What follows belongs to an exercise in optimizing a design on an open flow for small area and a short achievable clock period; a production flow would make more cautious choices.
Function was checked by simulation only, so behaviour that the tests miss may differ from the original.
No activity file was given, so power comes from the tool's default toggle rates.

### flow/flow/run.sh
#!/bin/bash
# standard layout with plain buf_1 port buffers and a lighter clock tree
set -euo pipefail
export BUFFER_PORTS_ARGS="-buffer_cell sky130_fd_sc_hd__buf_1"
export CTS_ARGS="-sink_clustering_enable -repair_clock_nets -dont_use_dummy_load -buf_list sky130_fd_sc_hd__clkbuf_8 -sink_clustering_size 16 -sink_clustering_max_diameter 50"
bash standard.sh > standard.log 2>&1
### flow/standard.sh
#!/bin/bash
# synth_recipe.tcl (not shown) runs the flow's synth.tcl, then flattens the netlist and writes it again
# the make line also repeats each setting of config.mk as NAME=value (left out here)
make -C /OpenROAD-flow-scripts/flow DESIGN_CONFIG=/design/flow/config.mk WORK_HOME=/design/flow/orfs CLKGATE_MAP_FILE= SYNTH_SCRIPT=/design/flow/synth_recipe.tcl "${@:-finish}"
### flow/config.mk
export PLATFORM = sky130hd
export DESIGN_NAME = sdfm_regmap
export DESIGN_NICKNAME = sdfm_regmap
export VERILOG_FILES = /design/flow/design.v
export SDC_FILE = /design/flow/constraint.sdc
export NUM_CORES = 4
export LEC_CHECK = 0
export CAP_MARGIN = 30
export CORE_MARGIN = 2
export CORE_UTILIZATION = 40
export SETUP_SLACK_MARGIN = 3.0
export SLEW_MARGIN = 40
export SYNTH_HIERARCHICAL = 1
### flow/constraint.sdc
create_clock -name core_clock -period 8.0 [get_ports {SYSCLK}]
set_input_delay 1.6000 -clock core_clock [delete_from_list [all_inputs] [get_ports {SYSCLK}]]
set_output_delay 1.6000 -clock core_clock [all_outputs]
set_load 0.01 [all_outputs]
### flow/design.v
`timescale 1ns/100ps
package sdfm_pkg;
  typedef enum logic [3:0] {
    REG_NONE,     
    REG_IFLG,
    REG_IFLGCLR,
    REG_CTL,
    REG_DFPARM0,
    REG_DFPARM1,
    REG_CPARM0,
    REG_CPARM1,
    REG_CMPL0,
    REG_CMPL1,
    REG_CMPH0,
    REG_CMPH1,
    REG_FDATA0,
    REG_FDATA1,
    REG_CDATA0,
    REG_CDATA1
  } reg_id_e;
  typedef logic [15:0] reg_sel_t;  
  typedef logic [32-1:0] data_word_t;      
endpackage
`timescale 1ns/100ps
module sdfm_g_ao22 (input logic a, input logic b, input logic c, input logic d, output logic y);
  assign y = (a & b) | (c & d);
endmodule
module sdfm_hreg #(parameter int W = 32)
(
  input  logic         SYSCLK,
  input  logic         s,
  input  logic         h,
  input  logic [W-1:0] d,
  output logic [W-1:0] q
);
  logic [W-1:0] nx;
  for (genvar i = 0; i < W; i++)
  begin : g_bit
    sdfm_g_ao22 u_nx (s, d[i], h, q[i], nx[i]);
  end
  always_ff @(posedge SYSCLK)
    q <= nx;
endmodule
`timescale 1ns/100ps
module sdfm_g_inv (input logic a, output logic y);
  assign y = ~a;
endmodule
module sdfm_g_nand2 (input logic a, input logic b, output logic y);
  assign y = ~(a & b);
endmodule
module sdfm_g_nand3 (input logic a, input logic b, input logic c, output logic y);
  assign y = ~(a & b & c);
endmodule
module sdfm_g_nand4 (input logic a, input logic b, input logic c, input logic d, output logic y);
  assign y = ~(a & b & c & d);
endmodule
module sdfm_g_nor2 (input logic a, input logic b, output logic y);
  assign y = ~(a | b);
endmodule
module sdfm_g_aoi222 (input logic a, input logic b, input logic c, input logic d, input logic e, input logic f, output logic y);
  assign y = ~((a & b) | (c & d) | (e & f));
endmodule
module sdfm_g_aoi22 (input logic a, input logic b, input logic c, input logic d, output logic y);
  assign y = ~((a & b) | (c & d));
endmodule
module sdfm_g_o31a (input logic a, input logic b, input logic c, input logic d, output logic y);
  assign y = (a | b | c) & d;
endmodule
module sdfm_g_o41a (input logic a, input logic b, input logic c, input logic d, input logic e, output logic y);
  assign y = (a | b | c | d) & e;
endmodule
module sdfm_g_and2 (input logic a, input logic b, output logic y);
  assign y = a & b;
endmodule
module sdfm_g_o21a (input logic a, input logic b, input logic c, output logic y);
  assign y = (a | b) & c;
endmodule
module sdfm_read_mux
(
  input  logic [15:0] addr,
  input  logic        rd,
  input  logic        irq,
  input  logic [1:0]  flg_lf,
  input  logic [1:0]  flg_hf,
  input  logic        reg_rsten,
  input  logic        reg_clken,
  input  logic        mien,
  input  logic [15:0] reg_filtdec,
  input  logic [3:0]  reg_filtmode,
  input  logic [7:0]  reg_filtdiv,
  input  logic [1:0]  reg_filten,
  input  logic [1:0]  reg_filtask,
  input  logic [3:0]  reg_filtst,
  input  logic [9:0]  reg_filtsh,
  input  logic [15:0] reg_compdec,
  input  logic [3:0]  reg_compmode,
  input  logic [7:0]  reg_compdiv,
  input  logic [1:0]  reg_compen,
  input  logic [1:0]  reg_compsen,
  input  logic [3:0]  reg_compst,
  input  logic [1:0]  reg_compilen,
  input  logic [1:0]  reg_compihen,
  input  logic [1:0]  reg_complclrflg,
  input  logic [1:0]  reg_comphclrflg,
  input  logic [63:0] reg_compltrd,
  input  logic [63:0] reg_comphtrd,
  input  logic [63:0] fdata,
  input  logic [63:0] cdata,
  output logic [31:0] rdata
);
  logic [6:2]  na;
  logic [3:0]  nlo;
  logic [4:0]  nhi;
  logic [16:0] sel [2];
  sdfm_g_inv u_inv_1 (addr[2], na[2]);
  sdfm_g_inv u_inv_2 (addr[3], na[3]);
  sdfm_g_inv u_inv_3 (addr[4], na[4]);
  sdfm_g_inv u_inv_4 (addr[5], na[5]);
  sdfm_g_inv u_inv_5 (addr[6], na[6]);
  sdfm_g_nand2 u_nand2_6 (na[3], na[2], nlo[0]);
  sdfm_g_nand2 u_nand2_7 (na[3], addr[2], nlo[1]);
  sdfm_g_nand2 u_nand2_8 (addr[3], na[2], nlo[2]);
  sdfm_g_nand2 u_nand2_9 (addr[3], addr[2], nlo[3]);
  sdfm_g_nand3 u_nand3_10 (na[6], na[5], na[4], nhi[0]);
  sdfm_g_nand3 u_nand3_11 (na[6], na[5], addr[4], nhi[1]);
  sdfm_g_nand3 u_nand3_12 (na[6], addr[5], na[4], nhi[2]);
  sdfm_g_nand3 u_nand3_13 (na[6], addr[5], addr[4], nhi[3]);
  sdfm_g_nand3 u_nand3_14 (addr[6], na[5], na[4], nhi[4]);
  sdfm_g_nor2 u_nor2_15 (nlo[0], nhi[0], sel[0][0]);
  sdfm_g_nor2 u_nor2_16 (nlo[2], nhi[0], sel[0][2]);
  sdfm_g_nor2 u_nor2_17 (nlo[3], nhi[0], sel[0][3]);
  sdfm_g_nor2 u_nor2_18 (nlo[0], nhi[1], sel[0][4]);
  sdfm_g_nor2 u_nor2_19 (nlo[1], nhi[1], sel[0][5]);
  sdfm_g_nor2 u_nor2_20 (nlo[2], nhi[1], sel[0][6]);
  sdfm_g_nor2 u_nor2_21 (nlo[3], nhi[1], sel[0][7]);
  sdfm_g_nor2 u_nor2_22 (nlo[0], nhi[2], sel[0][8]);
  sdfm_g_nor2 u_nor2_23 (nlo[1], nhi[2], sel[0][9]);
  sdfm_g_nor2 u_nor2_24 (nlo[2], nhi[2], sel[0][10]);
  sdfm_g_nor2 u_nor2_25 (nlo[1], nhi[3], sel[0][13]);
  sdfm_g_nor2 u_nor2_26 (nlo[2], nhi[3], sel[0][14]);
  sdfm_g_nor2 u_nor2_27 (nlo[3], nhi[3], sel[0][15]);
  sdfm_g_nor2 u_nor2_28 (nlo[0], nhi[4], sel[0][16]);
  assign sel[0][1] = 1'b0;
  assign sel[0][11] = 1'b0;
  assign sel[0][12] = 1'b0;
  sdfm_g_nor2 u_nor2_29 (nlo[0], nhi[0], sel[1][0]);
  sdfm_g_nor2 u_nor2_30 (nlo[2], nhi[0], sel[1][2]);
  sdfm_g_nor2 u_nor2_31 (nlo[3], nhi[0], sel[1][3]);
  sdfm_g_nor2 u_nor2_32 (nlo[0], nhi[1], sel[1][4]);
  sdfm_g_nor2 u_nor2_33 (nlo[1], nhi[1], sel[1][5]);
  sdfm_g_nor2 u_nor2_34 (nlo[2], nhi[1], sel[1][6]);
  sdfm_g_nor2 u_nor2_35 (nlo[3], nhi[1], sel[1][7]);
  sdfm_g_nor2 u_nor2_36 (nlo[0], nhi[2], sel[1][8]);
  sdfm_g_nor2 u_nor2_37 (nlo[1], nhi[2], sel[1][9]);
  sdfm_g_nor2 u_nor2_38 (nlo[2], nhi[2], sel[1][10]);
  sdfm_g_nor2 u_nor2_39 (nlo[1], nhi[3], sel[1][13]);
  sdfm_g_nor2 u_nor2_40 (nlo[2], nhi[3], sel[1][14]);
  sdfm_g_nor2 u_nor2_41 (nlo[3], nhi[3], sel[1][15]);
  sdfm_g_nor2 u_nor2_42 (nlo[0], nhi[4], sel[1][16]);
  assign sel[1][1] = 1'b0;
  assign sel[1][11] = 1'b0;
  assign sel[1][12] = 1'b0;
  logic [3:0] m;
  logic       n1, p;
  logic [3:0] hit;
  sdfm_g_nor2 u_nor2_43 (addr[15], addr[14], m[0]);
  sdfm_g_nor2 u_nor2_44 (addr[13], addr[12], m[1]);
  sdfm_g_nor2 u_nor2_45 (addr[11], addr[7], m[2]);
  sdfm_g_nor2 u_nor2_46 (addr[1], addr[0], m[3]);
  sdfm_g_nand4 u_nand4_47 (rd, addr[10], addr[9], addr[8], n1);
  sdfm_g_nand4 u_nand4_48 (m[0], m[1], m[2], m[3], p);
  sdfm_g_nor2 u_nor2_49 (p, n1, hit[0]);
  sdfm_g_nor2 u_nor2_50 (p, n1, hit[1]);
  sdfm_g_nor2 u_nor2_51 (p, n1, hit[2]);
  sdfm_g_nor2 u_nor2_52 (p, n1, hit[3]);
  logic [6:0] t0;
  sdfm_g_aoi22 u_aoi22_53 (sel[0][2], reg_rsten, sel[0][3], reg_filtdec[0], t0[0]);
  sdfm_g_aoi22 u_aoi22_54 (sel[0][4], reg_filtdec[8], sel[0][5], reg_compdec[0], t0[1]);
  sdfm_g_aoi22 u_aoi22_55 (sel[0][6], reg_compdec[8], sel[0][7], reg_compltrd[0], t0[2]);
  sdfm_g_aoi22 u_aoi22_56 (sel[0][8], reg_compltrd[32], sel[0][9], reg_comphtrd[0], t0[3]);
  sdfm_g_aoi22 u_aoi22_57 (sel[0][10], reg_comphtrd[32], sel[0][13], fdata[0], t0[4]);
  sdfm_g_aoi22 u_aoi22_58 (sel[0][14], fdata[32], sel[0][15], cdata[0], t0[5]);
  sdfm_g_nand2 u_nand2_59 (sel[0][16], cdata[32], t0[6]);
  logic x0_0;
  sdfm_g_nand4 u_nand4_60 (t0[0], t0[1], t0[2], t0[3], x0_0);
  logic x0_1;
  sdfm_g_nand3 u_nand3_61 (t0[4], t0[5], t0[6], x0_1);
  sdfm_g_o21a u_o21a_62 (x0_0, x0_1, hit[0], rdata[0]);
  logic [6:0] t1;
  sdfm_g_aoi22 u_aoi22_63 (sel[0][2], reg_clken, sel[0][3], reg_filtdec[1], t1[0]);
  sdfm_g_aoi22 u_aoi22_64 (sel[0][4], reg_filtdec[9], sel[0][5], reg_compdec[1], t1[1]);
  sdfm_g_aoi22 u_aoi22_65 (sel[0][6], reg_compdec[9], sel[0][7], reg_compltrd[1], t1[2]);
  sdfm_g_aoi22 u_aoi22_66 (sel[0][8], reg_compltrd[33], sel[0][9], reg_comphtrd[1], t1[3]);
  sdfm_g_aoi22 u_aoi22_67 (sel[0][10], reg_comphtrd[33], sel[0][13], fdata[1], t1[4]);
  sdfm_g_aoi22 u_aoi22_68 (sel[0][14], fdata[33], sel[0][15], cdata[1], t1[5]);
  sdfm_g_nand2 u_nand2_69 (sel[0][16], cdata[33], t1[6]);
  logic x1_0;
  sdfm_g_nand4 u_nand4_70 (t1[0], t1[1], t1[2], t1[3], x1_0);
  logic x1_1;
  sdfm_g_nand3 u_nand3_71 (t1[4], t1[5], t1[6], x1_1);
  sdfm_g_o21a u_o21a_72 (x1_0, x1_1, hit[0], rdata[1]);
  logic [5:0] t2;
  sdfm_g_aoi22 u_aoi22_73 (sel[0][3], reg_filtdec[2], sel[0][4], reg_filtdec[10], t2[0]);
  sdfm_g_aoi22 u_aoi22_74 (sel[0][5], reg_compdec[2], sel[0][6], reg_compdec[10], t2[1]);
  sdfm_g_aoi22 u_aoi22_75 (sel[0][7], reg_compltrd[2], sel[0][8], reg_compltrd[34], t2[2]);
  sdfm_g_aoi22 u_aoi22_76 (sel[0][9], reg_comphtrd[2], sel[0][10], reg_comphtrd[34], t2[3]);
  sdfm_g_aoi22 u_aoi22_77 (sel[0][13], fdata[2], sel[0][14], fdata[34], t2[4]);
  sdfm_g_aoi22 u_aoi22_78 (sel[0][15], cdata[2], sel[0][16], cdata[34], t2[5]);
  logic x2_0;
  sdfm_g_nand3 u_nand3_79 (t2[0], t2[1], t2[2], x2_0);
  logic x2_1;
  sdfm_g_nand3 u_nand3_80 (t2[3], t2[4], t2[5], x2_1);
  sdfm_g_o21a u_o21a_81 (x2_0, x2_1, hit[0], rdata[2]);
  logic [5:0] t3;
  sdfm_g_aoi22 u_aoi22_82 (sel[0][3], reg_filtdec[3], sel[0][4], reg_filtdec[11], t3[0]);
  sdfm_g_aoi22 u_aoi22_83 (sel[0][5], reg_compdec[3], sel[0][6], reg_compdec[11], t3[1]);
  sdfm_g_aoi22 u_aoi22_84 (sel[0][7], reg_compltrd[3], sel[0][8], reg_compltrd[35], t3[2]);
  sdfm_g_aoi22 u_aoi22_85 (sel[0][9], reg_comphtrd[3], sel[0][10], reg_comphtrd[35], t3[3]);
  sdfm_g_aoi22 u_aoi22_86 (sel[0][13], fdata[3], sel[0][14], fdata[35], t3[4]);
  sdfm_g_aoi22 u_aoi22_87 (sel[0][15], cdata[3], sel[0][16], cdata[35], t3[5]);
  logic x3_0;
  sdfm_g_nand3 u_nand3_88 (t3[0], t3[1], t3[2], x3_0);
  logic x3_1;
  sdfm_g_nand3 u_nand3_89 (t3[3], t3[4], t3[5], x3_1);
  sdfm_g_o21a u_o21a_90 (x3_0, x3_1, hit[0], rdata[3]);
  logic [6:0] t4;
  sdfm_g_aoi22 u_aoi22_91 (sel[0][2], mien, sel[0][3], reg_filtdec[4], t4[0]);
  sdfm_g_aoi22 u_aoi22_92 (sel[0][4], reg_filtdec[12], sel[0][5], reg_compdec[4], t4[1]);
  sdfm_g_aoi22 u_aoi22_93 (sel[0][6], reg_compdec[12], sel[0][7], reg_compltrd[4], t4[2]);
  sdfm_g_aoi22 u_aoi22_94 (sel[0][8], reg_compltrd[36], sel[0][9], reg_comphtrd[4], t4[3]);
  sdfm_g_aoi22 u_aoi22_95 (sel[0][10], reg_comphtrd[36], sel[0][13], fdata[4], t4[4]);
  sdfm_g_aoi22 u_aoi22_96 (sel[0][14], fdata[36], sel[0][15], cdata[4], t4[5]);
  sdfm_g_nand2 u_nand2_97 (sel[0][16], cdata[36], t4[6]);
  logic x4_0;
  sdfm_g_nand4 u_nand4_98 (t4[0], t4[1], t4[2], t4[3], x4_0);
  logic x4_1;
  sdfm_g_nand3 u_nand3_99 (t4[4], t4[5], t4[6], x4_1);
  sdfm_g_o21a u_o21a_100 (x4_0, x4_1, hit[0], rdata[4]);
  logic [5:0] t5;
  sdfm_g_aoi22 u_aoi22_101 (sel[0][3], reg_filtdec[5], sel[0][4], reg_filtdec[13], t5[0]);
  sdfm_g_aoi22 u_aoi22_102 (sel[0][5], reg_compdec[5], sel[0][6], reg_compdec[13], t5[1]);
  sdfm_g_aoi22 u_aoi22_103 (sel[0][7], reg_compltrd[5], sel[0][8], reg_compltrd[37], t5[2]);
  sdfm_g_aoi22 u_aoi22_104 (sel[0][9], reg_comphtrd[5], sel[0][10], reg_comphtrd[37], t5[3]);
  sdfm_g_aoi22 u_aoi22_105 (sel[0][13], fdata[5], sel[0][14], fdata[37], t5[4]);
  sdfm_g_aoi22 u_aoi22_106 (sel[0][15], cdata[5], sel[0][16], cdata[37], t5[5]);
  logic x5_0;
  sdfm_g_nand3 u_nand3_107 (t5[0], t5[1], t5[2], x5_0);
  logic x5_1;
  sdfm_g_nand3 u_nand3_108 (t5[3], t5[4], t5[5], x5_1);
  sdfm_g_o21a u_o21a_109 (x5_0, x5_1, hit[0], rdata[5]);
  logic [5:0] t6;
  sdfm_g_aoi22 u_aoi22_110 (sel[0][3], reg_filtdec[6], sel[0][4], reg_filtdec[14], t6[0]);
  sdfm_g_aoi22 u_aoi22_111 (sel[0][5], reg_compdec[6], sel[0][6], reg_compdec[14], t6[1]);
  sdfm_g_aoi22 u_aoi22_112 (sel[0][7], reg_compltrd[6], sel[0][8], reg_compltrd[38], t6[2]);
  sdfm_g_aoi22 u_aoi22_113 (sel[0][9], reg_comphtrd[6], sel[0][10], reg_comphtrd[38], t6[3]);
  sdfm_g_aoi22 u_aoi22_114 (sel[0][13], fdata[6], sel[0][14], fdata[38], t6[4]);
  sdfm_g_aoi22 u_aoi22_115 (sel[0][15], cdata[6], sel[0][16], cdata[38], t6[5]);
  logic x6_0;
  sdfm_g_nand3 u_nand3_116 (t6[0], t6[1], t6[2], x6_0);
  logic x6_1;
  sdfm_g_nand3 u_nand3_117 (t6[3], t6[4], t6[5], x6_1);
  sdfm_g_o21a u_o21a_118 (x6_0, x6_1, hit[0], rdata[6]);
  logic [5:0] t7;
  sdfm_g_aoi22 u_aoi22_119 (sel[0][3], reg_filtdec[7], sel[0][4], reg_filtdec[15], t7[0]);
  sdfm_g_aoi22 u_aoi22_120 (sel[0][5], reg_compdec[7], sel[0][6], reg_compdec[15], t7[1]);
  sdfm_g_aoi22 u_aoi22_121 (sel[0][7], reg_compltrd[7], sel[0][8], reg_compltrd[39], t7[2]);
  sdfm_g_aoi22 u_aoi22_122 (sel[0][9], reg_comphtrd[7], sel[0][10], reg_comphtrd[39], t7[3]);
  sdfm_g_aoi22 u_aoi22_123 (sel[0][13], fdata[7], sel[0][14], fdata[39], t7[4]);
  sdfm_g_aoi22 u_aoi22_124 (sel[0][15], cdata[7], sel[0][16], cdata[39], t7[5]);
  logic x7_0;
  sdfm_g_nand3 u_nand3_125 (t7[0], t7[1], t7[2], x7_0);
  logic x7_1;
  sdfm_g_nand3 u_nand3_126 (t7[3], t7[4], t7[5], x7_1);
  sdfm_g_o21a u_o21a_127 (x7_0, x7_1, hit[0], rdata[7]);
  logic [6:0] t8;
  sdfm_g_aoi22 u_aoi22_128 (sel[0][0], flg_lf[0], sel[0][3], reg_filtmode[0], t8[0]);
  sdfm_g_aoi22 u_aoi22_129 (sel[0][4], reg_filtmode[2], sel[0][5], reg_compmode[0], t8[1]);
  sdfm_g_aoi22 u_aoi22_130 (sel[0][6], reg_compmode[2], sel[0][7], reg_compltrd[8], t8[2]);
  sdfm_g_aoi22 u_aoi22_131 (sel[0][8], reg_compltrd[40], sel[0][9], reg_comphtrd[8], t8[3]);
  sdfm_g_aoi22 u_aoi22_132 (sel[0][10], reg_comphtrd[40], sel[0][13], fdata[8], t8[4]);
  sdfm_g_aoi22 u_aoi22_133 (sel[0][14], fdata[40], sel[0][15], cdata[8], t8[5]);
  sdfm_g_nand2 u_nand2_134 (sel[0][16], cdata[40], t8[6]);
  logic x8_0;
  sdfm_g_nand4 u_nand4_135 (t8[0], t8[1], t8[2], t8[3], x8_0);
  logic x8_1;
  sdfm_g_nand3 u_nand3_136 (t8[4], t8[5], t8[6], x8_1);
  sdfm_g_o21a u_o21a_137 (x8_0, x8_1, hit[1], rdata[8]);
  logic [6:0] t9;
  sdfm_g_aoi22 u_aoi22_138 (sel[0][0], flg_lf[1], sel[0][3], reg_filtmode[1], t9[0]);
  sdfm_g_aoi22 u_aoi22_139 (sel[0][4], reg_filtmode[3], sel[0][5], reg_compmode[1], t9[1]);
  sdfm_g_aoi22 u_aoi22_140 (sel[0][6], reg_compmode[3], sel[0][7], reg_compltrd[9], t9[2]);
  sdfm_g_aoi22 u_aoi22_141 (sel[0][8], reg_compltrd[41], sel[0][9], reg_comphtrd[9], t9[3]);
  sdfm_g_aoi22 u_aoi22_142 (sel[0][10], reg_comphtrd[41], sel[0][13], fdata[9], t9[4]);
  sdfm_g_aoi22 u_aoi22_143 (sel[0][14], fdata[41], sel[0][15], cdata[9], t9[5]);
  sdfm_g_nand2 u_nand2_144 (sel[0][16], cdata[41], t9[6]);
  logic x9_0;
  sdfm_g_nand4 u_nand4_145 (t9[0], t9[1], t9[2], t9[3], x9_0);
  logic x9_1;
  sdfm_g_nand3 u_nand3_146 (t9[4], t9[5], t9[6], x9_1);
  sdfm_g_o21a u_o21a_147 (x9_0, x9_1, hit[1], rdata[9]);
  logic [3:0] t10;
  sdfm_g_aoi22 u_aoi22_148 (sel[0][7], reg_compltrd[10], sel[0][8], reg_compltrd[42], t10[0]);
  sdfm_g_aoi22 u_aoi22_149 (sel[0][9], reg_comphtrd[10], sel[0][10], reg_comphtrd[42], t10[1]);
  sdfm_g_aoi22 u_aoi22_150 (sel[0][13], fdata[10], sel[0][14], fdata[42], t10[2]);
  sdfm_g_aoi22 u_aoi22_151 (sel[0][15], cdata[10], sel[0][16], cdata[42], t10[3]);
  logic x10_0;
  sdfm_g_nand4 u_nand4_152 (t10[0], t10[1], t10[2], t10[3], x10_0);
  sdfm_g_and2 u_and2_153 (x10_0, hit[1], rdata[10]);
  logic [3:0] t11;
  sdfm_g_aoi22 u_aoi22_154 (sel[0][7], reg_compltrd[11], sel[0][8], reg_compltrd[43], t11[0]);
  sdfm_g_aoi22 u_aoi22_155 (sel[0][9], reg_comphtrd[11], sel[0][10], reg_comphtrd[43], t11[1]);
  sdfm_g_aoi22 u_aoi22_156 (sel[0][13], fdata[11], sel[0][14], fdata[43], t11[2]);
  sdfm_g_aoi22 u_aoi22_157 (sel[0][15], cdata[11], sel[0][16], cdata[43], t11[3]);
  logic x11_0;
  sdfm_g_nand4 u_nand4_158 (t11[0], t11[1], t11[2], t11[3], x11_0);
  sdfm_g_and2 u_and2_159 (x11_0, hit[1], rdata[11]);
  logic [6:0] t12;
  sdfm_g_aoi22 u_aoi22_160 (sel[0][0], flg_hf[0], sel[0][3], reg_filtdiv[0], t12[0]);
  sdfm_g_aoi22 u_aoi22_161 (sel[0][4], reg_filtdiv[4], sel[0][5], reg_compdiv[0], t12[1]);
  sdfm_g_aoi22 u_aoi22_162 (sel[0][6], reg_compdiv[4], sel[0][7], reg_compltrd[12], t12[2]);
  sdfm_g_aoi22 u_aoi22_163 (sel[0][8], reg_compltrd[44], sel[0][9], reg_comphtrd[12], t12[3]);
  sdfm_g_aoi22 u_aoi22_164 (sel[0][10], reg_comphtrd[44], sel[0][13], fdata[12], t12[4]);
  sdfm_g_aoi22 u_aoi22_165 (sel[0][14], fdata[44], sel[0][15], cdata[12], t12[5]);
  sdfm_g_nand2 u_nand2_166 (sel[0][16], cdata[44], t12[6]);
  logic x12_0;
  sdfm_g_nand4 u_nand4_167 (t12[0], t12[1], t12[2], t12[3], x12_0);
  logic x12_1;
  sdfm_g_nand3 u_nand3_168 (t12[4], t12[5], t12[6], x12_1);
  sdfm_g_o21a u_o21a_169 (x12_0, x12_1, hit[1], rdata[12]);
  logic [6:0] t13;
  sdfm_g_aoi22 u_aoi22_170 (sel[0][0], flg_hf[1], sel[0][3], reg_filtdiv[1], t13[0]);
  sdfm_g_aoi22 u_aoi22_171 (sel[0][4], reg_filtdiv[5], sel[0][5], reg_compdiv[1], t13[1]);
  sdfm_g_aoi22 u_aoi22_172 (sel[0][6], reg_compdiv[5], sel[0][7], reg_compltrd[13], t13[2]);
  sdfm_g_aoi22 u_aoi22_173 (sel[0][8], reg_compltrd[45], sel[0][9], reg_comphtrd[13], t13[3]);
  sdfm_g_aoi22 u_aoi22_174 (sel[0][10], reg_comphtrd[45], sel[0][13], fdata[13], t13[4]);
  sdfm_g_aoi22 u_aoi22_175 (sel[0][14], fdata[45], sel[0][15], cdata[13], t13[5]);
  sdfm_g_nand2 u_nand2_176 (sel[0][16], cdata[45], t13[6]);
  logic x13_0;
  sdfm_g_nand4 u_nand4_177 (t13[0], t13[1], t13[2], t13[3], x13_0);
  logic x13_1;
  sdfm_g_nand3 u_nand3_178 (t13[4], t13[5], t13[6], x13_1);
  sdfm_g_o21a u_o21a_179 (x13_0, x13_1, hit[1], rdata[13]);
  logic [5:0] t14;
  sdfm_g_aoi22 u_aoi22_180 (sel[0][3], reg_filtdiv[2], sel[0][4], reg_filtdiv[6], t14[0]);
  sdfm_g_aoi22 u_aoi22_181 (sel[0][5], reg_compdiv[2], sel[0][6], reg_compdiv[6], t14[1]);
  sdfm_g_aoi22 u_aoi22_182 (sel[0][7], reg_compltrd[14], sel[0][8], reg_compltrd[46], t14[2]);
  sdfm_g_aoi22 u_aoi22_183 (sel[0][9], reg_comphtrd[14], sel[0][10], reg_comphtrd[46], t14[3]);
  sdfm_g_aoi22 u_aoi22_184 (sel[0][13], fdata[14], sel[0][14], fdata[46], t14[4]);
  sdfm_g_aoi22 u_aoi22_185 (sel[0][15], cdata[14], sel[0][16], cdata[46], t14[5]);
  logic x14_0;
  sdfm_g_nand3 u_nand3_186 (t14[0], t14[1], t14[2], x14_0);
  logic x14_1;
  sdfm_g_nand3 u_nand3_187 (t14[3], t14[4], t14[5], x14_1);
  sdfm_g_o21a u_o21a_188 (x14_0, x14_1, hit[1], rdata[14]);
  logic [5:0] t15;
  sdfm_g_aoi22 u_aoi22_189 (sel[0][3], reg_filtdiv[3], sel[0][4], reg_filtdiv[7], t15[0]);
  sdfm_g_aoi22 u_aoi22_190 (sel[0][5], reg_compdiv[3], sel[0][6], reg_compdiv[7], t15[1]);
  sdfm_g_aoi22 u_aoi22_191 (sel[0][7], reg_compltrd[15], sel[0][8], reg_compltrd[47], t15[2]);
  sdfm_g_aoi22 u_aoi22_192 (sel[0][9], reg_comphtrd[15], sel[0][10], reg_comphtrd[47], t15[3]);
  sdfm_g_aoi22 u_aoi22_193 (sel[0][13], fdata[15], sel[0][14], fdata[47], t15[4]);
  sdfm_g_aoi22 u_aoi22_194 (sel[0][15], cdata[15], sel[0][16], cdata[47], t15[5]);
  logic x15_0;
  sdfm_g_nand3 u_nand3_195 (t15[0], t15[1], t15[2], x15_0);
  logic x15_1;
  sdfm_g_nand3 u_nand3_196 (t15[3], t15[4], t15[5], x15_1);
  sdfm_g_o21a u_o21a_197 (x15_0, x15_1, hit[1], rdata[15]);
  logic [5:0] t16;
  sdfm_g_aoi22 u_aoi22_198 (sel[1][3], reg_filten[0], sel[1][4], reg_filten[1], t16[0]);
  sdfm_g_aoi22 u_aoi22_199 (sel[1][5], reg_compen[0], sel[1][6], reg_compen[1], t16[1]);
  sdfm_g_aoi22 u_aoi22_200 (sel[1][7], reg_compltrd[16], sel[1][8], reg_compltrd[48], t16[2]);
  sdfm_g_aoi22 u_aoi22_201 (sel[1][9], reg_comphtrd[16], sel[1][10], reg_comphtrd[48], t16[3]);
  sdfm_g_aoi22 u_aoi22_202 (sel[1][13], fdata[16], sel[1][14], fdata[48], t16[4]);
  sdfm_g_aoi22 u_aoi22_203 (sel[1][15], cdata[16], sel[1][16], cdata[48], t16[5]);
  logic x16_0;
  sdfm_g_nand3 u_nand3_204 (t16[0], t16[1], t16[2], x16_0);
  logic x16_1;
  sdfm_g_nand3 u_nand3_205 (t16[3], t16[4], t16[5], x16_1);
  sdfm_g_o21a u_o21a_206 (x16_0, x16_1, hit[2], rdata[16]);
  logic [5:0] t17;
  sdfm_g_aoi22 u_aoi22_207 (sel[1][3], reg_filtask[0], sel[1][4], reg_filtask[1], t17[0]);
  sdfm_g_aoi22 u_aoi22_208 (sel[1][5], reg_compsen[0], sel[1][6], reg_compsen[1], t17[1]);
  sdfm_g_aoi22 u_aoi22_209 (sel[1][7], reg_compltrd[17], sel[1][8], reg_compltrd[49], t17[2]);
  sdfm_g_aoi22 u_aoi22_210 (sel[1][9], reg_comphtrd[17], sel[1][10], reg_comphtrd[49], t17[3]);
  sdfm_g_aoi22 u_aoi22_211 (sel[1][13], fdata[17], sel[1][14], fdata[49], t17[4]);
  sdfm_g_aoi22 u_aoi22_212 (sel[1][15], cdata[17], sel[1][16], cdata[49], t17[5]);
  logic x17_0;
  sdfm_g_nand3 u_nand3_213 (t17[0], t17[1], t17[2], x17_0);
  logic x17_1;
  sdfm_g_nand3 u_nand3_214 (t17[3], t17[4], t17[5], x17_1);
  sdfm_g_o21a u_o21a_215 (x17_0, x17_1, hit[2], rdata[17]);
  logic [3:0] t18;
  sdfm_g_aoi22 u_aoi22_216 (sel[1][7], reg_compltrd[18], sel[1][8], reg_compltrd[50], t18[0]);
  sdfm_g_aoi22 u_aoi22_217 (sel[1][9], reg_comphtrd[18], sel[1][10], reg_comphtrd[50], t18[1]);
  sdfm_g_aoi22 u_aoi22_218 (sel[1][13], fdata[18], sel[1][14], fdata[50], t18[2]);
  sdfm_g_aoi22 u_aoi22_219 (sel[1][15], cdata[18], sel[1][16], cdata[50], t18[3]);
  logic x18_0;
  sdfm_g_nand4 u_nand4_220 (t18[0], t18[1], t18[2], t18[3], x18_0);
  sdfm_g_and2 u_and2_221 (x18_0, hit[2], rdata[18]);
  logic [3:0] t19;
  sdfm_g_aoi22 u_aoi22_222 (sel[1][7], reg_compltrd[19], sel[1][8], reg_compltrd[51], t19[0]);
  sdfm_g_aoi22 u_aoi22_223 (sel[1][9], reg_comphtrd[19], sel[1][10], reg_comphtrd[51], t19[1]);
  sdfm_g_aoi22 u_aoi22_224 (sel[1][13], fdata[19], sel[1][14], fdata[51], t19[2]);
  sdfm_g_aoi22 u_aoi22_225 (sel[1][15], cdata[19], sel[1][16], cdata[51], t19[3]);
  logic x19_0;
  sdfm_g_nand4 u_nand4_226 (t19[0], t19[1], t19[2], t19[3], x19_0);
  sdfm_g_and2 u_and2_227 (x19_0, hit[2], rdata[19]);
  logic [5:0] t20;
  sdfm_g_aoi22 u_aoi22_228 (sel[1][3], reg_filtst[0], sel[1][4], reg_filtst[2], t20[0]);
  sdfm_g_aoi22 u_aoi22_229 (sel[1][5], reg_compst[0], sel[1][6], reg_compst[2], t20[1]);
  sdfm_g_aoi22 u_aoi22_230 (sel[1][7], reg_compltrd[20], sel[1][8], reg_compltrd[52], t20[2]);
  sdfm_g_aoi22 u_aoi22_231 (sel[1][9], reg_comphtrd[20], sel[1][10], reg_comphtrd[52], t20[3]);
  sdfm_g_aoi22 u_aoi22_232 (sel[1][13], fdata[20], sel[1][14], fdata[52], t20[4]);
  sdfm_g_aoi22 u_aoi22_233 (sel[1][15], cdata[20], sel[1][16], cdata[52], t20[5]);
  logic x20_0;
  sdfm_g_nand3 u_nand3_234 (t20[0], t20[1], t20[2], x20_0);
  logic x20_1;
  sdfm_g_nand3 u_nand3_235 (t20[3], t20[4], t20[5], x20_1);
  sdfm_g_o21a u_o21a_236 (x20_0, x20_1, hit[2], rdata[20]);
  logic [5:0] t21;
  sdfm_g_aoi22 u_aoi22_237 (sel[1][3], reg_filtst[1], sel[1][4], reg_filtst[3], t21[0]);
  sdfm_g_aoi22 u_aoi22_238 (sel[1][5], reg_compst[1], sel[1][6], reg_compst[3], t21[1]);
  sdfm_g_aoi22 u_aoi22_239 (sel[1][7], reg_compltrd[21], sel[1][8], reg_compltrd[53], t21[2]);
  sdfm_g_aoi22 u_aoi22_240 (sel[1][9], reg_comphtrd[21], sel[1][10], reg_comphtrd[53], t21[3]);
  sdfm_g_aoi22 u_aoi22_241 (sel[1][13], fdata[21], sel[1][14], fdata[53], t21[4]);
  sdfm_g_aoi22 u_aoi22_242 (sel[1][15], cdata[21], sel[1][16], cdata[53], t21[5]);
  logic x21_0;
  sdfm_g_nand3 u_nand3_243 (t21[0], t21[1], t21[2], x21_0);
  logic x21_1;
  sdfm_g_nand3 u_nand3_244 (t21[3], t21[4], t21[5], x21_1);
  sdfm_g_o21a u_o21a_245 (x21_0, x21_1, hit[2], rdata[21]);
  logic [3:0] t22;
  sdfm_g_aoi22 u_aoi22_246 (sel[1][7], reg_compltrd[22], sel[1][8], reg_compltrd[54], t22[0]);
  sdfm_g_aoi22 u_aoi22_247 (sel[1][9], reg_comphtrd[22], sel[1][10], reg_comphtrd[54], t22[1]);
  sdfm_g_aoi22 u_aoi22_248 (sel[1][13], fdata[22], sel[1][14], fdata[54], t22[2]);
  sdfm_g_aoi22 u_aoi22_249 (sel[1][15], cdata[22], sel[1][16], cdata[54], t22[3]);
  logic x22_0;
  sdfm_g_nand4 u_nand4_250 (t22[0], t22[1], t22[2], t22[3], x22_0);
  sdfm_g_and2 u_and2_251 (x22_0, hit[2], rdata[22]);
  logic [3:0] t23;
  sdfm_g_aoi22 u_aoi22_252 (sel[1][7], reg_compltrd[23], sel[1][8], reg_compltrd[55], t23[0]);
  sdfm_g_aoi22 u_aoi22_253 (sel[1][9], reg_comphtrd[23], sel[1][10], reg_comphtrd[55], t23[1]);
  sdfm_g_aoi22 u_aoi22_254 (sel[1][13], fdata[23], sel[1][14], fdata[55], t23[2]);
  sdfm_g_aoi22 u_aoi22_255 (sel[1][15], cdata[23], sel[1][16], cdata[55], t23[3]);
  logic x23_0;
  sdfm_g_nand4 u_nand4_256 (t23[0], t23[1], t23[2], t23[3], x23_0);
  sdfm_g_and2 u_and2_257 (x23_0, hit[2], rdata[23]);
  logic [5:0] t24;
  sdfm_g_aoi22 u_aoi22_258 (sel[1][3], reg_filtsh[0], sel[1][4], reg_filtsh[5], t24[0]);
  sdfm_g_aoi22 u_aoi22_259 (sel[1][5], reg_compilen[0], sel[1][6], reg_compilen[1], t24[1]);
  sdfm_g_aoi22 u_aoi22_260 (sel[1][7], reg_compltrd[24], sel[1][8], reg_compltrd[56], t24[2]);
  sdfm_g_aoi22 u_aoi22_261 (sel[1][9], reg_comphtrd[24], sel[1][10], reg_comphtrd[56], t24[3]);
  sdfm_g_aoi22 u_aoi22_262 (sel[1][13], fdata[24], sel[1][14], fdata[56], t24[4]);
  sdfm_g_aoi22 u_aoi22_263 (sel[1][15], cdata[24], sel[1][16], cdata[56], t24[5]);
  logic x24_0;
  sdfm_g_nand3 u_nand3_264 (t24[0], t24[1], t24[2], x24_0);
  logic x24_1;
  sdfm_g_nand3 u_nand3_265 (t24[3], t24[4], t24[5], x24_1);
  sdfm_g_o21a u_o21a_266 (x24_0, x24_1, hit[3], rdata[24]);
  logic [5:0] t25;
  sdfm_g_aoi22 u_aoi22_267 (sel[1][3], reg_filtsh[1], sel[1][4], reg_filtsh[6], t25[0]);
  sdfm_g_aoi22 u_aoi22_268 (sel[1][5], reg_compihen[0], sel[1][6], reg_compihen[1], t25[1]);
  sdfm_g_aoi22 u_aoi22_269 (sel[1][7], reg_compltrd[25], sel[1][8], reg_compltrd[57], t25[2]);
  sdfm_g_aoi22 u_aoi22_270 (sel[1][9], reg_comphtrd[25], sel[1][10], reg_comphtrd[57], t25[3]);
  sdfm_g_aoi22 u_aoi22_271 (sel[1][13], fdata[25], sel[1][14], fdata[57], t25[4]);
  sdfm_g_aoi22 u_aoi22_272 (sel[1][15], cdata[25], sel[1][16], cdata[57], t25[5]);
  logic x25_0;
  sdfm_g_nand3 u_nand3_273 (t25[0], t25[1], t25[2], x25_0);
  logic x25_1;
  sdfm_g_nand3 u_nand3_274 (t25[3], t25[4], t25[5], x25_1);
  sdfm_g_o21a u_o21a_275 (x25_0, x25_1, hit[3], rdata[25]);
  logic [4:0] t26;
  sdfm_g_aoi22 u_aoi22_276 (sel[1][3], reg_filtsh[2], sel[1][4], reg_filtsh[7], t26[0]);
  sdfm_g_aoi22 u_aoi22_277 (sel[1][7], reg_compltrd[26], sel[1][8], reg_compltrd[58], t26[1]);
  sdfm_g_aoi22 u_aoi22_278 (sel[1][9], reg_comphtrd[26], sel[1][10], reg_comphtrd[58], t26[2]);
  sdfm_g_aoi22 u_aoi22_279 (sel[1][13], fdata[26], sel[1][14], fdata[58], t26[3]);
  sdfm_g_aoi22 u_aoi22_280 (sel[1][15], cdata[26], sel[1][16], cdata[58], t26[4]);
  logic x26_0;
  sdfm_g_nand3 u_nand3_281 (t26[0], t26[1], t26[2], x26_0);
  logic x26_1;
  sdfm_g_nand2 u_nand2_282 (t26[3], t26[4], x26_1);
  sdfm_g_o21a u_o21a_283 (x26_0, x26_1, hit[3], rdata[26]);
  logic [4:0] t27;
  sdfm_g_aoi22 u_aoi22_284 (sel[1][3], reg_filtsh[3], sel[1][4], reg_filtsh[8], t27[0]);
  sdfm_g_aoi22 u_aoi22_285 (sel[1][7], reg_compltrd[27], sel[1][8], reg_compltrd[59], t27[1]);
  sdfm_g_aoi22 u_aoi22_286 (sel[1][9], reg_comphtrd[27], sel[1][10], reg_comphtrd[59], t27[2]);
  sdfm_g_aoi22 u_aoi22_287 (sel[1][13], fdata[27], sel[1][14], fdata[59], t27[3]);
  sdfm_g_aoi22 u_aoi22_288 (sel[1][15], cdata[27], sel[1][16], cdata[59], t27[4]);
  logic x27_0;
  sdfm_g_nand3 u_nand3_289 (t27[0], t27[1], t27[2], x27_0);
  logic x27_1;
  sdfm_g_nand2 u_nand2_290 (t27[3], t27[4], x27_1);
  sdfm_g_o21a u_o21a_291 (x27_0, x27_1, hit[3], rdata[27]);
  logic [5:0] t28;
  sdfm_g_aoi22 u_aoi22_292 (sel[1][3], reg_filtsh[4], sel[1][4], reg_filtsh[9], t28[0]);
  sdfm_g_aoi22 u_aoi22_293 (sel[1][5], reg_complclrflg[0], sel[1][6], reg_complclrflg[1], t28[1]);
  sdfm_g_aoi22 u_aoi22_294 (sel[1][7], reg_compltrd[28], sel[1][8], reg_compltrd[60], t28[2]);
  sdfm_g_aoi22 u_aoi22_295 (sel[1][9], reg_comphtrd[28], sel[1][10], reg_comphtrd[60], t28[3]);
  sdfm_g_aoi22 u_aoi22_296 (sel[1][13], fdata[28], sel[1][14], fdata[60], t28[4]);
  sdfm_g_aoi22 u_aoi22_297 (sel[1][15], cdata[28], sel[1][16], cdata[60], t28[5]);
  logic x28_0;
  sdfm_g_nand3 u_nand3_298 (t28[0], t28[1], t28[2], x28_0);
  logic x28_1;
  sdfm_g_nand3 u_nand3_299 (t28[3], t28[4], t28[5], x28_1);
  sdfm_g_o21a u_o21a_300 (x28_0, x28_1, hit[3], rdata[28]);
  logic [4:0] t29;
  sdfm_g_aoi22 u_aoi22_301 (sel[1][5], reg_comphclrflg[0], sel[1][6], reg_comphclrflg[1], t29[0]);
  sdfm_g_aoi22 u_aoi22_302 (sel[1][7], reg_compltrd[29], sel[1][8], reg_compltrd[61], t29[1]);
  sdfm_g_aoi22 u_aoi22_303 (sel[1][9], reg_comphtrd[29], sel[1][10], reg_comphtrd[61], t29[2]);
  sdfm_g_aoi22 u_aoi22_304 (sel[1][13], fdata[29], sel[1][14], fdata[61], t29[3]);
  sdfm_g_aoi22 u_aoi22_305 (sel[1][15], cdata[29], sel[1][16], cdata[61], t29[4]);
  logic x29_0;
  sdfm_g_nand3 u_nand3_306 (t29[0], t29[1], t29[2], x29_0);
  logic x29_1;
  sdfm_g_nand2 u_nand2_307 (t29[3], t29[4], x29_1);
  sdfm_g_o21a u_o21a_308 (x29_0, x29_1, hit[3], rdata[29]);
  logic [3:0] t30;
  sdfm_g_aoi22 u_aoi22_309 (sel[1][7], reg_compltrd[30], sel[1][8], reg_compltrd[62], t30[0]);
  sdfm_g_aoi22 u_aoi22_310 (sel[1][9], reg_comphtrd[30], sel[1][10], reg_comphtrd[62], t30[1]);
  sdfm_g_aoi22 u_aoi22_311 (sel[1][13], fdata[30], sel[1][14], fdata[62], t30[2]);
  sdfm_g_aoi22 u_aoi22_312 (sel[1][15], cdata[30], sel[1][16], cdata[62], t30[3]);
  logic x30_0;
  sdfm_g_nand4 u_nand4_313 (t30[0], t30[1], t30[2], t30[3], x30_0);
  sdfm_g_and2 u_and2_314 (x30_0, hit[3], rdata[30]);
  logic [4:0] t31;
  sdfm_g_aoi22 u_aoi22_315 (sel[1][0], irq, sel[1][7], reg_compltrd[31], t31[0]);
  sdfm_g_aoi22 u_aoi22_316 (sel[1][8], reg_compltrd[63], sel[1][9], reg_comphtrd[31], t31[1]);
  sdfm_g_aoi22 u_aoi22_317 (sel[1][10], reg_comphtrd[63], sel[1][13], fdata[31], t31[2]);
  sdfm_g_aoi22 u_aoi22_318 (sel[1][14], fdata[63], sel[1][15], cdata[31], t31[3]);
  sdfm_g_nand2 u_nand2_319 (sel[1][16], cdata[63], t31[4]);
  logic x31_0;
  sdfm_g_nand3 u_nand3_320 (t31[0], t31[1], t31[2], x31_0);
  logic x31_1;
  sdfm_g_nand2 u_nand2_321 (t31[3], t31[4], x31_1);
  sdfm_g_o21a u_o21a_322 (x31_0, x31_1, hit[3], rdata[31]);
endmodule
`timescale 1ns/100ps
module sdfm_regmap
(
  input  logic                    SYSCLK,
  input  logic                    SYSRSTn,
  input  logic [16-1:0] addr,
  input  logic                    wr,
  input  logic                    rd,
  input  logic [32-1:0]  wdata,
  output logic [32-1:0]  rdata,    
  input  logic [63:0]             filt_data_out,
  input  logic [1:0]              filt_data_update,
  input  logic [63:0]             comp_data_out,
  input  logic [1:0]              comp_data_update,
  input  logic [1:0]              comp_data_low,
  input  logic [1:0]              comp_data_high,
  output logic                    reg_rsten,
  output logic                    reg_clken,
  output logic [15:0]             reg_filtdec,
  output logic [3:0]              reg_filtmode,
  output logic [7:0]              reg_filtdiv,
  output logic [1:0]              reg_filten,
  output logic [1:0]              reg_filtask,
  output logic [3:0]              reg_filtst,
  output logic [9:0]              reg_filtsh,
  output logic [15:0]             reg_compdec,
  output logic [3:0]              reg_compmode,
  output logic [7:0]              reg_compdiv,
  output logic [1:0]              reg_compen,
  output logic [1:0]              reg_compsen,
  output logic [3:0]              reg_compst,
  output logic [1:0]              reg_compilen,
  output logic [1:0]              reg_compihen,
  output logic [1:0]              reg_complclrflg,
  output logic [1:0]              reg_comphclrflg,
  output logic [63:0]             reg_compltrd,
  output logic [63:0]             reg_comphtrd,
  output logic                    irq
);
  logic       dev_ok;
  logic [5:0] widx;
  logic [16:0] sel;      
  logic [16:0] wsel;     
  assign dev_ok = (addr[15:8] == 8'h07) && (addr[1:0] == 2'b00);
  assign widx   = addr[7:2];
  always_comb
    for (int k = 0; k < 17; k++)
      sel[k] = (widx == k[5:0]);
  assign wsel = (wr && dev_ok) ? sel : '0;
  logic [16:0] ws, wh;
  assign ws = SYSRSTn ? wsel  : '0;
  assign wh = SYSRSTn ? ~wsel : '0;
  logic        mien;
  logic [63:0] fdata, cdata;
  logic [1:0]  fs, fh, cs, ch;
  assign fs = SYSRSTn ? filt_data_update  : 2'b00;
  assign fh = SYSRSTn ? ~filt_data_update : 2'b00;
  assign cs = SYSRSTn ? comp_data_update  : 2'b00;
  assign ch = SYSRSTn ? ~comp_data_update : 2'b00;
  sdfm_hreg #(3) u_ctl (.SYSCLK, .s(ws[2]), .h(wh[2]), .d({wdata[4], wdata[1:0]}),
                        .q({mien, reg_clken, reg_rsten}));
  for (genvar i = 0; i < 2; i++)
  begin : g_ch
    sdfm_hreg #(23) u_dfparm (.SYSCLK, .s(ws[3+i]), .h(wh[3+i]),
      .d({wdata[28:24], wdata[21:20], wdata[17], wdata[16], wdata[15:12], wdata[9:8], wdata[7:0]}),
      .q({reg_filtsh[i*5 +: 5], reg_filtst[i*2 +: 2], reg_filtask[i], reg_filten[i],
          reg_filtdiv[i*4 +: 4], reg_filtmode[i*2 +: 2], reg_filtdec[i*8 +: 8]}));
    sdfm_hreg #(22) u_cparm (.SYSCLK, .s(ws[5+i]), .h(wh[5+i]),
      .d({wdata[29], wdata[28], wdata[25], wdata[24], wdata[21:20], wdata[17], wdata[16],
          wdata[15:12], wdata[9:8], wdata[7:0]}),
      .q({reg_comphclrflg[i], reg_complclrflg[i], reg_compihen[i], reg_compilen[i],
          reg_compst[i*2 +: 2], reg_compsen[i], reg_compen[i], reg_compdiv[i*4 +: 4],
          reg_compmode[i*2 +: 2], reg_compdec[i*8 +: 8]}));
    sdfm_hreg #(32) u_cmpl (.SYSCLK, .s(ws[7+i]), .h(wh[7+i]), .d(wdata), .q(reg_compltrd[i*32 +: 32]));
    sdfm_hreg #(32) u_cmph (.SYSCLK, .s(ws[9+i]), .h(wh[9+i]), .d(wdata), .q(reg_comphtrd[i*32 +: 32]));
    sdfm_hreg #(32) u_fdata (.SYSCLK, .s(fs[i]), .h(fh[i]), .d(filt_data_out[i*32 +: 32]), .q(fdata[i*32 +: 32]));
    sdfm_hreg #(32) u_cdata (.SYSCLK, .s(cs[i]), .h(ch[i]), .d(comp_data_out[i*32 +: 32]), .q(cdata[i*32 +: 32]));
  end
  logic [1:0] flg_lf, flg_hf;
  logic       clr_wr;
  assign clr_wr = wsel[1];
  always_ff @(posedge SYSCLK)
  begin
    if (!SYSRSTn)
    begin
      flg_lf <= '0;
      flg_hf <= '0;
      irq    <= 1'b0;
    end
    else
    begin
      for (int i = 0; i < 2; i++)
      begin
        if (comp_data_update[i] && reg_complclrflg[i])
          flg_lf[i] <= comp_data_low[i];
        else if (comp_data_update[i] && comp_data_low[i])
          flg_lf[i] <= 1'b1;
        else if (clr_wr && wdata[8 + i])
          flg_lf[i] <= 1'b0;
        if (comp_data_update[i] && reg_comphclrflg[i])
          flg_hf[i] <= comp_data_high[i];
        else if (comp_data_update[i] && comp_data_high[i])
          flg_hf[i] <= 1'b1;
        else if (clr_wr && wdata[12 + i])
          flg_hf[i] <= 1'b0;
      end
      if (mien && |((reg_compilen & flg_lf) | (reg_compihen & flg_hf)))
        irq <= 1'b1;
      else if (clr_wr && wdata[31])
        irq <= 1'b0;
    end
  end
  sdfm_read_mux u_rmux (
    .addr,
    .rd,
    .irq,
    .flg_lf,
    .flg_hf,
    .reg_rsten,
    .reg_clken,
    .mien,
    .reg_filtdec,
    .reg_filtmode,
    .reg_filtdiv,
    .reg_filten,
    .reg_filtask,
    .reg_filtst,
    .reg_filtsh,
    .reg_compdec,
    .reg_compmode,
    .reg_compdiv,
    .reg_compen,
    .reg_compsen,
    .reg_compst,
    .reg_compilen,
    .reg_compihen,
    .reg_complclrflg,
    .reg_comphclrflg,
    .reg_compltrd,
    .reg_comphtrd,
    .fdata,
    .cdata,
    .rdata
  );
endmodule
==> impl_metrics.yaml <==
final_layout:
  final_nets: 1815
  drive_gt1_frac: 0.1994
  syn_to_final_growth_pct: 27.26
  fillerInstances: 3123
  final_common_cell: "buf_1"
  layout_common_cells: "435 x buf_1, 355 x a22o_1, 354 x dfxtp_1"
critical_path:
  crit_buf_inv: 4
  arrival_ps: 3310
  cp.depth: 9
  reg2reg_from: "g_ch[0].u_cparm.q[19]"
  required_ps: 6400
  crit_start: "addr[2]"
  cp-end-kind: "primary output"
  reg2reg_depth: 3
  path_class: "in -> out"
  endpoint: "rdata[13]"
  ff2ff_setup_slack_ps: 6750
  cp_cell_sequence: "clkbuf_4 > inv_1 > nand2_4 > nor2_4 > buf_12 > a22oi_2 > nand4_1 > o21a_1 > buf_1"
  start_kind: "primary input"
  slowest_delay_ps: 300
  crit_path_max_fanout: 11
  critical-path-slowest-cell: "nand4_1"
  crit_family: "buffers and inverters"
  r2r-end: "irq"
sta:
  tns_ps: 0
  final_max_slew_viol_count: 0
  slew_headroom: 0.4481
  rsz0062_at_grt: "yes"
  setup_ws_ps: 3087
  setup_viol: 0
  fin_crit_ps: 4913
  finClkSkew_ps: 53.80
  fmax_mhz: 203.5
  hold_violations: 0
  worst_pin_slew_ps: 827.9
  fin_crit_sh: 0.6141
floorplanning:
  die_w_um: 187.8
  die-area_um2: 35280
  dieHeight_um: 187.8
  io_pins: 441
  coreArea_um2: 33450
  initial_core_util: 0.4042
  fp-row-count: 67
routing:
  drtPass1Iterations: 5
  antenna_left: 0
  viasPerCell: 5.992
  routedWlPerCell_um: 26.61
  drtIter0Drc: 891
  routed_wl_um: 55350
  drc_errors: 0
  num_vias: 12460
grt:
  grt_pass1_wl_um: 80110
  grt_max_degree: 33
  overflow: 0
  first_global_vias: 11990
  track_usage: 0.2989
  antenna_found_initial: 7
synth:
  yosysWarningCount: 14
  avgSynthCellArea_um2: 12.30
  synth.distinct_cells: 30
  synth_area_um2: 13520
  syn_inst: 1099
  yosysSeqAreaShare: 0.5242
  synth_nets: 1287
  synth_seq_cells: 354
min_path:
  hp-class: "reg -> reg"
  hold_start: "g_ch[1].u_cdata.q[8]"
  hold_depth: 1
placed_design:
  post-place-ws_ps: 2305
  io_buffers: 440
  dp_hpwl_um: 40050
  place.gp.congestion: 0.9469
clock_network:
  cts_tree: "built"
  clockBufferDepth: 3
  htreeDepth: 2
  cts.sinks: 354
  clk_latency_ps: 560
  cts_inserted_buffers: 36
  cts-root-buf: "clkbuf_8"
  clk_pin_slew_ps: 60
  cts_hold_buf: 0
power:
  power.ir.vdd_worst_mv: 0.09998
  p_leak_nw: 5.943
  power_density_nw_per_um2: 177.0
flow_run:
  max_cap_viol_count: 0
status:
  status: "complete, no violations"
## worst min path at each step
stage / to / slack [ps]
finish: g_ch[1].u_cdata.q[8] / 470
global route: g_ch[1].u_cdata.q[8] / 480
CTS: g_ch[1].u_cdata.q[12] / 470
detailed placement: g_ch[1].u_cdata.q[12] / 460
global placement: g_ch[1].u_cdata.q[12] / 460
floorplan: g_ch[1].u_cdata.q[0] / 440
## modules after synthesis, one instance, submodules excluded, excerpt
module        flops+latches  cells  times used  area [um^2]
sdfm_regmap               5     80           1        549.3
sdfm_g_ao22               0      1         349        8.758
sdfm_g_nand2              0      1          16        3.754
sdfm_g_nand3              0      1          44        5.005
sdfm_g_nor2               0      1          35        3.754
sdfm_g_nand4              0      1          16        6.256
sdfm_g_inv                0      1           5        3.754
sdfm_g_and2               0      1           7        6.256
sdfm_g_aoi22              0      1         173        12.51
sdfm_g_o21a               0      1          25        7.507
## timing repair
action,CTS,global route
resized for setup,19,8
setup endpoints to repair,32,8
pin swaps,13,3
setup buffers,17,2
## per-stage QoR
stage | cell area, um^2 | power, mW | hold slack [ps] | utilization | std cells
finish | 17200 | 3.046 | 473.1 | 0.5143 | 2080
global route | 17200 | 3.144 | 482.3 | 0.5143 | 2080
CTS | 17150 | 3.057 | 473.8 | 0.5128 | 2071
detailed placement | 16280 | 2.078 | 457.8 | 0.4867 | 2018
global placement | 16060 | 2.069 | 456.7 | 0.4802 | 2010
floorplan | 13520 | 1.952 | 439.3 | - | 1099
## routing by layer
layer	vias up	global-route usage	routed length, um
li1	5600	-	-
met1	6193	0.4245	25140
met2	580	0.4588	24670
met3	91	0.04623	3632
met4	0	0.1105	1909
met5	-	0	0
## sequential cells by signal, summed over array words and instances, names as in the netlist
signal	flops
flg_hf	2
g_ch.u_cdata.q	64
g_ch.u_cmph.q	64
g_ch.u_fdata.q	64
u_ctl.q	3
g_ch.u_cmpl.q	64
irq	1
g_ch.u_cparm.q	44
flg_lf	2
g_ch.u_dfparm.q	46
## synth_stat cells (all sizes together)
| library cell | n | area, um^2 |
|---|---|---|
| a22o | 355 | 3109 |
| dfxtp | 354 | 7087 |
| a22oi | 173 | 2165 |
| nand3 | 49 | 245.2 |
| nor2 | 47 | 176.4 |
| o21a | 25 | 187.7 |
| nand2 | 24 | 92.59 |
| nand4 | 16 | 100.1 |
| and2 | 12 | 75.07 |
| a21oi | 10 | 50.05 |
| inv | 9 | 33.78 |
| buf | 4 | 28.78 |
| nor3 | 4 | 25.02 |
| nor4 | 3 | 18.77 |
| a31oi | 2 | 12.51 |
| nor4b | 2 | 32.53 |
| o31a | 2 | 17.52 |
| or3 | 2 | 17.52 |
| a41o | 1 | 10.01 |
| and4 | 1 | 10.01 |
| and4b | 1 | 10.01 |
| clkbuf | 1 | 3.750 |
| nor2b | 1 | 6.260 |
| o21ai | 1 | 5.000 |
## layout make-up
cell class	count	area (um^2)	share of cell area
tap	448	560.5	0.03258
multi-input combinational	731	6668	0.3876
clock buffer	36	495.5	0.02880
antenna	7	17.52	0.001018
timing repair buffer	495	2342	0.1361
inverter	9	33.78	0.001964
sequential	354	7087	0.4119
## worst register-to-register path, delay by kind of cell (launching register included)
| family | cells | cell delay [ps] |
|---|---|---|
| AOI/OAI and AO/OA | 3 | 690 |
| DFF | 1 | 370 |
## report_power, final
group | leakage (nW) | internal (mW) | switching (mW)
Sequential | 2.88 | 1.80 | 0.0291
Clock | 0.259 | 0.403 | 0.592
Combinational | 2.81 | 0.0783 | 0.142
## logic make-up (layout without fill, tap and decap cells)
logic type / Yosys count / after routing / synth area share
AOI/OAI and AO/OA: 569 / 569 / 0.4110
DFF: 354 / 354 / 0.5242
and+or+nand+nor: 162 / 162 / 0.05988
buffers and inverters: 14 / 540 / 0.004905
other: 0 / 7 / 0

## static timing again, ports no longer ideal
In the flow no input, the clock included, has a driving cell. The finished layout below was timed again as built, in two steps. Step 1, drivers: a clkbuf_16 drives SYSCLK and a buf_2 each remaining input, both assumed. Step 2, shift: input delay + t, output delay - t, t = (earliest + latest rising clock arrival at the registers) / 2. This alone moves slack from input paths to output paths. Slacks: ideal / step 1 / step 2; pairs: ideal / step 1.
shift t [ns]: 0.578
setup WS [ns]: 3.087 / 2.979 / 2.979
pins driven straight from the clock port: 1
After both steps setup and hold are still met in this run. The setup slack of this run moves by -0.108 ns with the drivers and by -0.108 ns with both steps.
